Background: an optimization exercise with open tools, aiming at small area. Do not read the settings as production practice. The RTL was checked by simulation tests, not by an equivalence proof against the original design. Power and IR drop assume default switching activity.

==> flow/design.v (excerpt) <==
module qsfp_link_model
#(
    parameter int DATA_BITS = qsfp_link_pkg::QSFP_DATA_BITS,
    parameter int LATENCY   = 8,
    parameter int DEPTH     = 16,
    parameter int UP_DELAY  = 32
) (
    input  logic                        clock,
    input  logic                        reset,
    input  logic                        tx_valid,
    input  logic [DATA_BITS-1:0]        tx_bits,
    output logic                        tx_ready,
    output logic                        rx_valid,
    output logic [DATA_BITS-1:0]        rx_bits,
    input  logic                        rx_ready,
    output logic                        channel_up
);
For scale: roughly 14,000 cells after synthesis, ~4,200 flip-flops, roughly 520 I/O pins, roughly 140,000 um2 of cells after synthesis.
Settings: LEC_CHECK=0, CAP_MARGIN=20, CORE_MARGIN=2, CORE_UTILIZATION=55, PLACE_DENSITY=0.66, SLEW_MARGIN=20; clock period 5.0 ns.
standard.sh (not shown) runs the stock make flow with config.mk's settings and CLKGATE_MAP_FILE= SYNTH_SCRIPT=/design/flow/synth_recipe.tcl, a recipe that flattens the netlist after the stock synthesis.
==> flow/flow/run.sh <==
#!/bin/bash
# Own layout flow: the standard flow (standard synthesis unchanged), with
#  - the port buffers made from the smallest buffer (buf_1) instead of the default choice, and
set -euo pipefail
cd "$(dirname "$0")/.."
CTS="-sink_clustering_enable -repair_clock_nets -sink_clustering_size 25 -sink_clustering_max_diameter 100 -buf_list sky130_fd_sc_hd__clkbuf_16 -dont_use_dummy_load"
bash standard.sh \
  "BUFFER_PORTS_ARGS=-buffer_cell sky130_fd_sc_hd__buf_1" \
  "CTS_ARGS=$CTS" \
  finish > flow_make.log 2>&1
The baseline went through all stages and came out clean.
Edit:
--- a/flow/flow/run.sh
+++ b/flow/flow/run.sh
@@ -6 +6 @@
-CTS="-sink_clustering_enable -repair_clock_nets -sink_clustering_size 25 -sink_clustering_max_diameter 100 -buf_list sky130_fd_sc_hd__clkbuf_16 -dont_use_dummy_load"
+CTS="-sink_clustering_enable -repair_clock_nets -sink_clustering_size 16 -sink_clustering_max_diameter 80 -buf_list sky130_fd_sc_hd__clkbuf_8 -dont_use_dummy_load"
--- a/flow/config.mk
+++ b/flow/config.mk
@@ -8 +8 @@
-export CAP_MARGIN = 20
+export CAP_MARGIN = 10
@@ -12 +12 @@
-export SLEW_MARGIN = 20
+export SLEW_MARGIN = 10
Result:
- The new run finished clean
- first-iteration DRC count climbs by 2.7%
- worst setup slack gets worse by 0.19 ns
- area after synthesis is unchanged
- power decreases by 0.89%
- hold slack loses 0.11 ns
- routed wire length rose by 0.76%
- die area does not change
- count of clock-buffer cells in the layout rose by 126
- critical path depth came out lower by 1
Edit:
--- a/flow/flow/run.sh
+++ b/flow/flow/run.sh
@@ -6 +6 @@
-CTS="-sink_clustering_enable -repair_clock_nets -sink_clustering_size 16 -sink_clustering_max_diameter 80 -buf_list sky130_fd_sc_hd__clkbuf_8 -dont_use_dummy_load"
+CTS="-sink_clustering_enable -repair_clock_nets -sink_clustering_size 24 -sink_clustering_max_diameter 50 -buf_list sky130_fd_sc_hd__clkbuf_16 -dont_use_dummy_load"
--- a/flow/config.mk
+++ b/flow/config.mk
@@ -8 +8 @@
-export CAP_MARGIN = 10
+export CAP_MARGIN = 20
@@ -10,3 +10,6 @@
-export CORE_UTILIZATION = 55
-export PLACE_DENSITY = 0.66
-export SLEW_MARGIN = 10
+export CORE_UTILIZATION = 50
+export CTS_BUF_LIST = sky130_fd_sc_hd__clkbuf_16
+export CTS_CLUSTER_DIAMETER = 50
+export CTS_CLUSTER_SIZE = 24
+export PLACE_DENSITY = 0.62
+export SLEW_MARGIN = 20
Result:
- synthesized cell count does not change
- combinational power is about the same
- area after synthesis is unchanged
- first-iteration DRC count goes down by 5.1%
- final cell count goes up by 2.3%
- worst setup slack gets better by 0.10 ns
- cell area goes up by 3.3%
- via count goes down by 0.96%
- count of clock-buffer cells in the layout goes up by 51

Starting RTL as in the previous note.
==> flow/config.mk <==
export PLATFORM = sky130hd
export DESIGN_NAME = qsfp_link_model
export DESIGN_NICKNAME = qsfp_link_model
export VERILOG_FILES = /design/flow/design.v
export SDC_FILE = /design/flow/constraint.sdc
export NUM_CORES = 4
export LEC_CHECK = 0
export CAP_MARGIN = 10
export CORE_MARGIN = 2
export CORE_UTILIZATION = 60
export PLACE_DENSITY = 0.7
export SLEW_MARGIN = 10
==> flow/constraint.sdc <==
create_clock -name core_clock -period 5.0 [get_ports {clock}]
set_input_delay 1.0000 -clock core_clock [delete_from_list [all_inputs] [get_ports {clock}]]
set_output_delay 1.0000 -clock core_clock [all_outputs]
set_load 0.01 [all_outputs]
==> flow/flow/run.sh <==
#!/bin/bash
# Own layout flow: the standard flow (standard synthesis unchanged), with
#  - the port buffers made from the smallest buffer (buf_1) instead of the default choice, and
set -euo pipefail
cd "$(dirname "$0")/.."
CTS="-sink_clustering_enable -repair_clock_nets -sink_clustering_size 16 -sink_clustering_max_diameter 80 -buf_list sky130_fd_sc_hd__clkbuf_8 -dont_use_dummy_load"
bash standard.sh \
  "BUFFER_PORTS_ARGS=-buffer_cell sky130_fd_sc_hd__buf_1" \
  "CTS_ARGS=$CTS" \
  finish > flow_make.log 2>&1
The baseline ran to the end with violations: setup timing.
Edit:
--- a/flow/flow/run.sh
+++ b/flow/flow/run.sh
@@ -6 +6 @@
-CTS="-sink_clustering_enable -repair_clock_nets -sink_clustering_size 16 -sink_clustering_max_diameter 80 -buf_list sky130_fd_sc_hd__clkbuf_8 -dont_use_dummy_load"
+CTS="-sink_clustering_enable -repair_clock_nets -sink_clustering_size 25 -sink_clustering_max_diameter 100 -buf_list sky130_fd_sc_hd__clkbuf_16 -dont_use_dummy_load"
--- a/flow/config.mk
+++ b/flow/config.mk
@@ -8 +8 @@
-export CAP_MARGIN = 10
+export CAP_MARGIN = 20
@@ -12 +12 @@
-export SLEW_MARGIN = 10
+export SLEW_MARGIN = 20
Outcome:
- The new run finished with timing, DRC and antenna clean
- sequential share of layout area is about the same
- non-clock buffer count came out lower by 6
- final cell count shrinks by 0.84%
- maximum frequency goes up by 5.9%
- routed wire length drops by 0.79%
- die area is unchanged
- design area hardly moves
- total power increases by 0.79%

[afterwards: timing with drivers on the ports]
In the flow no input, the clock included, has a driving cell. The finished layouts below were timed again as built, in two steps.
Step 1 (the two cells are an assumption about what drives the block):
set clk [get_ports {clock}]
set_driving_cell -lib_cell sky130_fd_sc_hd__clkbuf_16 $clk
set_driving_cell -lib_cell sky130_fd_sc_hd__buf_2 [delete_from_list [all_inputs] $clk]
Step 2 adds t to the input delays and takes it off the output delays; t is the mean of the earliest and latest rising clock arrival at the registers after step 1. Input paths then give back, and output paths get back, about the clock's delay inside the block.
a / b / c = ideal ports / drivers / drivers and shift; a / b = the first two.
| run | shift t [ns] | setup slack, ns | worst setup path at the end | latest minus earliest clock arrival (ns) |
|---|---|---|---|---|
| the first run of note 1 | 0.974 | 0.200 / 0.101 / 1.075 | register to output | 0.097 / 0.097 |
| the second run of note 1 | 1.239 | 0.013 / -0.097 / 1.132 | input to register | 0.083 / 0.083 |
| the third run of note 1 | 1.044 | 0.117 / 0.012 / 0.961 | input to register | 0.140 / 0.140 |
| the first run of note 2 | 1.218 | -0.102 / -0.200 / 0.822 | input to register | 0.125 / 0.125 |
| the second run of note 2 | 0.969 | 0.181 / 0.079 / 1.048 | register to output | 0.091 / 0.091 |
